Background: an optimization exercise with open tools, aiming at small area, a short achievable clock period and few clock cycles per item. Do not read the settings as production practice. In this exercise RTL edits were held to simulation tests only and were not proved equivalent to the original.

**flow/config.mk**
```make
export PLATFORM = sky130hd
export DESIGN_NAME = nn_top
export DESIGN_NICKNAME = nn_top
export VERILOG_FILES = /design/flow/design.v
export SDC_FILE = /design/flow/constraint.sdc
export NUM_CORES = 4
export LEC_CHECK = 0
export CAP_MARGIN = 20
export CORE_MARGIN = 2
export CORE_UTILIZATION = 40
export SLEW_MARGIN = 20
```
**flow/constraint.sdc**
```tcl
create_clock -name core_clock -period 12.0 [get_ports {clk}]
set_input_delay 2.4000 -clock core_clock [delete_from_list [all_inputs] [get_ports {clk}]]
set_output_delay 2.4000 -clock core_clock [all_outputs]
set_load 0.01 [all_outputs]
```
**flow/design.v**
```verilog
package nn_num_pkg;
    localparam int WORD_BITS = 16;
    localparam int FRAC_BITS = 8;
    localparam int INPUTS = 4;
    localparam int HIDDEN = 3;
    localparam int INPUT_IDX_BITS = $clog2(INPUTS);   
    typedef struct packed {
        logic                 sign;
        logic [WORD_BITS-2:0] body;
    } fix_fields_s;
    typedef union packed {
        logic signed [WORD_BITS-1:0] value;   
        fix_fields_s                 fields;
    } fix_word_u;
endpackage
package nn_seq_pkg;
    localparam int STATE_BITS = 3;
    localparam int STEP_BITS  = 2;
    localparam logic [STATE_BITS-1:0] ST_IDLE   = 3'd0;   
    localparam logic [STATE_BITS-1:0] ST_HIDDEN = 3'd1;   
    localparam logic [STATE_BITS-1:0] ST_RELU   = 3'd2;
    localparam logic [STATE_BITS-1:0] ST_OUTPUT = 3'd3;   
    localparam logic [STATE_BITS-1:0] ST_DONE   = 3'd4;   
    localparam logic [STEP_BITS-1:0] HIDDEN_LAST_STEP = 2'd3;
    localparam logic [STEP_BITS-1:0] OUTPUT_LAST_STEP = 2'd2;
endpackage
`timescale 1ns/1ps
import nn_num_pkg::*;
module sample_loader (
    input  logic                                            clk,
    input  logic                                            rst_n,
    input  logic                                            in_valid_d,
    input  logic [nn_num_pkg::WORD_BITS-1:0]                         data_point,
    output logic [nn_num_pkg::INPUTS-1:0][nn_num_pkg::WORD_BITS-1:0] sample,
    output logic                                            sample_ready
);
    logic [INPUT_IDX_BITS-1:0] count;   
    always_ff @(posedge clk) begin
        if (in_valid_d) begin
            for (int i = 0; i < INPUTS - 1; i++) begin
                sample[i] <= sample[i+1];
            end
            sample[INPUTS-1] <= data_point;
        end
    end
    always_ff @(posedge clk or negedge rst_n) begin
        if (!rst_n) begin
            count        <= '0;
            sample_ready <= 1'b0;
        end else begin
            sample_ready <= 1'b0;
            if (in_valid_d) begin
                if (count == INPUT_IDX_BITS'(INPUTS - 1)) begin
                    count        <= '0;
                    sample_ready <= 1'b1;   
                end else begin
                    count <= count + 1'b1;
                end
            end
        end
    end
endmodule
`timescale 1ns/1ps
import nn_num_pkg::*;
module weight_loader (
    input  logic                                                                   clk,
    input  logic                                                                   rst_n,
    input  logic                                                                   in_valid_w1,
    input  logic [nn_num_pkg::WORD_BITS-1:0]                                                weight1,
    input  logic                                                                   in_valid_w2,
    input  logic [nn_num_pkg::WORD_BITS-1:0]                                                weight2,
    output logic [nn_num_pkg::HIDDEN-1:0][nn_num_pkg::INPUTS-1:0][nn_num_pkg::WORD_BITS-1:0] w1,
    output logic [nn_num_pkg::HIDDEN-1:0][nn_num_pkg::WORD_BITS-1:0]                 w2
);
    always_ff @(posedge clk or negedge rst_n) begin
        if (!rst_n) begin
            for (int j = 0; j < HIDDEN; j++) begin
                for (int k = 0; k < INPUTS; k++) begin
                    w1[j][k] <= '0;
                end
            end
        end else if (in_valid_w1) begin
            for (int j = 0; j < HIDDEN; j++) begin
                for (int k = 0; k < INPUTS - 1; k++) begin
                    w1[j][k] <= w1[j][k+1];
                end
                if (j < HIDDEN - 1) begin
                    w1[j][INPUTS-1] <= w1[j+1][0];
                end
            end
            w1[HIDDEN-1][INPUTS-1] <= weight1;
        end
    end
    always_ff @(posedge clk or negedge rst_n) begin
        if (!rst_n) begin
            for (int j = 0; j < HIDDEN; j++) begin
                w2[j] <= '0;
            end
        end else if (in_valid_w2) begin
            for (int j = 0; j < HIDDEN - 1; j++) begin
                w2[j] <= w2[j+1];
            end
            w2[HIDDEN-1] <= weight2;   
        end
    end
endmodule
`timescale 1ns/1ps
import nn_num_pkg::*;
import nn_seq_pkg::*;
module forward_engine (
    input  logic                                                                   clk,
    input  logic                                                                   rst_n,
    input  logic [nn_num_pkg::INPUTS-1:0][nn_num_pkg::WORD_BITS-1:0]                 sample,
    input  logic                                                                   sample_ready,
    input  logic [nn_num_pkg::HIDDEN-1:0][nn_num_pkg::INPUTS-1:0][nn_num_pkg::WORD_BITS-1:0] w1,
    input  logic [nn_num_pkg::HIDDEN-1:0][nn_num_pkg::WORD_BITS-1:0]                 w2,
    output logic                                                                   out_valid,
    output logic [nn_num_pkg::WORD_BITS-1:0]                                                out
);
    logic [STATE_BITS-1:0] state;
    logic [STEP_BITS-1:0]  step;   
    logic [HIDDEN-1:0][WORD_BITS-1:0] acc;   
    logic [HIDDEN-1:0][WORD_BITS-1:0] act;   
    logic [WORD_BITS-1:0] out_acc;
    function automatic logic signed [WORD_BITS-1:0] fix_mul(
        input logic signed [WORD_BITS-1:0] a,
        input logic signed [WORD_BITS-1:0] b
    );
        logic signed [2*WORD_BITS-1:0] prod;
        prod    = a * b;
        fix_mul = WORD_BITS'(prod >>> FRAC_BITS);
    endfunction
    function automatic logic [WORD_BITS-1:0] relu(input logic [WORD_BITS-1:0] h);
        logic [WORD_BITS-1:0] r;
        r = h;
        if (h[WORD_BITS-1]) begin
            r = '0;
        end
        relu = r;
    endfunction
    always_ff @(posedge clk or negedge rst_n) begin
        if (!rst_n) begin
            state <= ST_IDLE;
            step  <= '0;
        end else begin
            case (state)
                ST_IDLE: begin
                    if (sample_ready) begin
                        state <= ST_HIDDEN;
                        step  <= '0;
                    end
                end
                ST_HIDDEN: begin
                    if (step == HIDDEN_LAST_STEP) begin
                        state <= ST_RELU;
                        step  <= '0;
                    end else begin
                        step <= step + 1'b1;
                    end
                end
                ST_RELU: state <= ST_OUTPUT;
                ST_OUTPUT: begin
                    if (step == OUTPUT_LAST_STEP) begin
                        state <= ST_DONE;
                        step  <= '0;
                    end else begin
                        step <= step + 1'b1;
                    end
                end
                ST_DONE: state <= ST_IDLE;   
                default: state <= ST_IDLE;
            endcase
        end
    end
    always_ff @(posedge clk) begin
        case (state)
            ST_IDLE: begin
                if (sample_ready) begin   
                    for (int j = 0; j < HIDDEN; j++) begin
                        acc[j] <= '0;
                    end
                    out_acc <= '0;
                end
            end
            ST_HIDDEN: begin
                for (int j = 0; j < HIDDEN; j++) begin
                    acc[j] <= acc[j] + fix_mul(sample[step], w1[j][step]);
                end
            end
            ST_RELU: begin
                for (int j = 0; j < HIDDEN; j++) begin
                    act[j] <= relu(acc[j]);
                end
            end
            ST_OUTPUT: begin
                out_acc <= out_acc + fix_mul(act[step], w2[step]);
            end
            default: ;
        endcase
    end
    always_ff @(posedge clk or negedge rst_n) begin
        if (!rst_n) begin
            out_valid <= 1'b0;
            out       <= '0;
        end else if (state == ST_DONE) begin
            out_valid <= 1'b1;
            out       <= out_acc;
        end else begin
            out_valid <= 1'b0;
            out       <= '0;
        end
    end
endmodule
`timescale 1ns/1ps
import nn_num_pkg::*;
module nn_top (
    input  logic        clk,
    input  logic        rst_n,
    input  logic        in_valid_d,
    input  logic        in_valid_w1,
    input  logic        in_valid_w2,
    input  logic [15:0] data_point,
    input  logic [15:0] weight1,
    input  logic [15:0] weight2,
    output logic        out_valid,
    output logic [15:0] out
);
    logic [INPUTS-1:0][WORD_BITS-1:0]             sample;
    logic                                         sample_ready;
    logic [HIDDEN-1:0][INPUTS-1:0][WORD_BITS-1:0] w1;
    logic [HIDDEN-1:0][WORD_BITS-1:0]             w2;
    sample_loader sample_loader_i (
        .clk          (clk),
        .rst_n        (rst_n),
        .in_valid_d   (in_valid_d),
        .data_point   (data_point),
        .sample       (sample),
        .sample_ready (sample_ready)
    );
    weight_loader weight_loader_i (
        .clk         (clk),
        .rst_n       (rst_n),
        .in_valid_w1 (in_valid_w1),
        .weight1     (weight1),
        .in_valid_w2 (in_valid_w2),
        .weight2     (weight2),
        .w1          (w1),
        .w2          (w2)
    );
    forward_engine forward_engine_i (
        .clk          (clk),
        .rst_n        (rst_n),
        .sample       (sample),
        .sample_ready (sample_ready),
        .w1           (w1),
        .w2           (w2),
        .out_valid    (out_valid),
        .out          (out)
    );
endmodule
```
**flow/run.sh**
```bash
#!/bin/bash
# synth_recipe.tcl (not shown) runs the flow's synth.tcl, then flattens the netlist and writes it again
# the make line also repeats each setting of config.mk as NAME=value (left out here)
make -C /OpenROAD-flow-scripts/flow DESIGN_CONFIG=/design/flow/config.mk WORK_HOME=/design/flow/orfs CLKGATE_MAP_FILE= SYNTH_SCRIPT=/design/flow/synth_recipe.tcl finish
```
==> results.txt <==
stage by stage:
stage          std cells  utilization  setup WS (ns)
3_3_place_gp        6501        0.426           2.19
5_1_grt             6596        0.440           1.53
2_1_floorplan       4901            -           2.78
3_5_place_dp        6501        0.426           2.19
4_1_cts             6596        0.440           2.16
6_report            6596        0.440           2.20
cells by family after synthesis:
kind of cell	synth area share
adder cells (fa/ha/maj)	0.385
AND/OR/NAND/NOR	0.117
flip-flops	0.240
AO/OA/AOI/OAI	0.0387
multiplexers	0.0964
buffers and inverters	0.0898
XOR/XNOR	0.0331
registers in the layout (all words and copies together), names as in the netlist:
register and count:
sample_loader_i.sample_ready 1, forward_engine_i.out_valid 1, forward_engine_i.step 2, sample_loader_i.sample 64
forward_engine_i.state 3, weight_loader_i.w2 48, sample_loader_i.count 2, forward_engine_i.out 16
weight_loader_i.w1 192, forward_engine_i.acc 48, forward_engine_i.out_acc 16, forward_engine_i.act 45
per-layer routing:
layer | track usage | up-vias | wire (um)
li1 | - | 15206 | -
met1 | 0.287 | 16907 | 55200
met2 | 0.344 | 1019 | 60400
met3 | 0.0274 | 201 | 7930
met4 | 0.0688 | 0 | 4570
met5 | 0 | - | 0
Yosys cell counts (6+ instances only):
master / n
nand3_1: 21
inv_1: 974
buf_2: 16
and3_1: 13
a211oi_1: 7
nand2b_1: 21
a31oi_1: 6
o21a_1: 27
o21ai_0: 42
mux2_2: 268
fa_1: 723
a21o_1: 46
dfrtp_1: 265
ha_1: 358
a21oi_1: 80
and2_1: 100
nor2_1: 509
o2bb2ai_1: 14
edfxtp_1: 173
mux4_2: 26
or3_1: 6
nand2_1: 541
mux2i_1: 113
xor2_1: 44
nor2b_1: 61
or2_2: 20
xnor2_1: 142
o21bai_1: 13
o21ai_1: 19
buf_1: 15
nor3_1: 35
buf_4: 8
clkbuf_1: 136
critical path, delay by kind of cell, from the launching register on:
kind | cells | cell delay (ns)
buffers and inverters | 6 | 0.58
AO/OA/AOI/OAI | 9 | 2.70
AND/OR/NAND/NOR | 8 | 1.96
flip-flops | 1 | 0.79
XOR/XNOR | 1 | 0.17
adder cells (fa/ha/maj) | 8 | 3.26
worst max path at each step:
| stage | start | end | slack, ns | cells past startpoint |
|---|---|---|---|---|
| floorplan | forward_engine_i.step[1] | forward_engine_i.acc[47] | 2.78 | 35 |
| global placement | forward_engine_i.step[1] | forward_engine_i.out_acc[15] | 2.19 | 33 |
| detailed placement | forward_engine_i.step[1] | forward_engine_i.out_acc[15] | 2.19 | 32 |
| CTS | forward_engine_i.step[1] | forward_engine_i.out_acc[15] | 2.16 | 32 |
| global route | forward_engine_i.step[1] | forward_engine_i.acc[15] | 1.53 | 32 |
| finish | forward_engine_i.step[1] | forward_engine_i.out_acc[15] | 2.20 | 32 |
area by class of cell:
class	count	area share
Inverter	974	0.0681
Multi-Input combinational cell	3309	0.616
Timing Repair Buffer	155	0.0254
Tap cell	1625	0.0379
Sequential cell	438	0.220
Clock buffer	74	0.0285
Clock inverter	21	0.00354
==> results.json <==
{
  "required_ns": 12.38,
  "multi_input_area_mm2": 0.0331,
  "dpl_cell_area_mm2": 0.0520,
  "via_count": 33333,
  "regArea_mm2": 0.0118,
  "drc": 0,
  "crit_fanout": 46,
  "ant_nets": 0,
  "grt_max_degree": 76,
  "fin_crit_ns": 9.80,
  "design.die.area_mm2": 0.126,
  "grt_antenna_before_repair": 2,
  "ys_seq_area_frac": 0.240,
  "start_util": 0.403,
  "vias_per_cell": 5.05,
  "fp.dieW_um": 355,
  "layout_commonest_cell": "inv_1",
  "ys.flop_type": "dfrtp_1",
  "crit-reg2reg-launch": "forward_engine_i.step[1]",
  "drt_pre_antenna_iters": 5,
  "fin_area_mm2": 0.0537,
  "whs_endpoint": "sample_loader_i.sample[30]",
  "worst_setup_path_start_kind": "flip-flop",
  "cts_setup_buffers": 0,
  "syn_nets": 6035,
  "port_buffers": 69,
  "synthCells": 4901,
  "fillerInstances": 11732,
  "grt_overflow_total": 0,
  "synth_edf_count": 173,
  "setup_viol": 0,
  "cts.repair.resized": 0,
  "final_layout_size_suffix_gt1_frac": 0.104,
  "drt_iter0_drc": 2185,
  "fin_nets": 6063,
  "synth_top_area_frac": 0.294,
  "syn_area_mm2": 0.0492,
  "wl_per_cell_um": 19.4,
  "clk-insertion-delay-late_ns": 0.65,
  "worstMarginPinSlew_ns": 1.09,
  "slowest_stage": "dfrtp_4",
  "worstHoldPathType": "flip-flop to flip-flop",
  "cts_max_level": 2,
  "ys_async_sr_fraction": 0.605,
  "rsz0062_at_grt": "false",
  "synth-seq-cells": 438,
  "reg2reg_to": "forward_engine_i.out_acc[15]",
  "hold_depth": 0,
  "syn_to_final_growth_pct": 9.07,
  "rrSetupSlack_ns": 2.20,
  "core_area_mm2": 0.122,
  "worst-setup-path-type": "flip-flop to flip-flop",
  "grt_pass1_vias": 34859,
  "crit_arrival_ns": 10.18,
  "hold_ws_ns": 0.443,
  "cts_tree": "built",
  "numCtsBuffers": 51,
  "routabilityCongestion": 0.933,
  "max_stage_delay_ns": 0.79,
  "status": "finished clean",
  "post-route-period-util": 0.817,
  "diodes": 0,
  "grt_pass1_wl_mm": 203,
  "synth_area_leader_cell": "fa_1",
  "io_pins": 70,
  "maxSlewViolCount": 0,
  "fp-row-count": 128,
  "ff2ff_path_depth": 32,
  "max_freq_mhz": 102,
  "cts_hold_buf": 0,
  "hold_viol_final": 0,
  "cp-end-kind": "flip-flop",
  "maxSlewHeadroom": 0.271,
  "dp_hpwl_mm": 99.0,
  "die_h_um": 355,
  "cts.root.buffer_cell": "clkbuf_16",
  "grt_use_total": 0.209,
  "ys_types": 62,
  "fin_tns_setup_ns": 0,
  "clock-skew-final_ns": 0.0200,
  "final_cell_mix": "inv_1, fa_1, nand2_1, nor2_1, ha_1",
  "drv_cap": 0,
  "cts.sinks": 438,
  "clkTransAtPathRegs_ns": 0.06,
  "min-delay-start": "sample_loader_i.sample[46]",
  "drt_wl_total_mm": 128,
  "clk_path_buf_depth": 3,
  "avgSynthCellArea_um2": 10.0,
  "netlist_top_cells_area": "fa_1, dfrtp_1, edfxtp_1, ha_1, inv_1",
  "yosysWarnings": 3
}
Testbench counts, summed over its fixed seeds: cycles 22,408, items 1,600.

==> what the ideal ports hide <==
Ports are ideal in the flow. The routed layout listed here was re-timed in OpenROAD. Step 1 sets driving cells, clkbuf_16 on the clock port and buf_2 on the other inputs (assumed; they add their load-dependent delay and slew). Step 2 moves the port delays by t, midway between the first and last clock arrival at a register: inputs arrive t later, outputs are due t later. That takes back most of the time a late clock gives input paths. a / b / c = no drivers / after step 1 / after step 2; a / b = the first two.
shift t [ns]: 0.714
setup slack, ns: 2.199 / 2.199 / 2.199
worst setup path at the end: register to register
latest minus earliest clock arrival (ns): 0.022 / 0.021
After both steps this run still meets setup and hold. For this run, drivers alone change the setup slack by 0.000 ns; drivers and shift together by 0.000 ns.
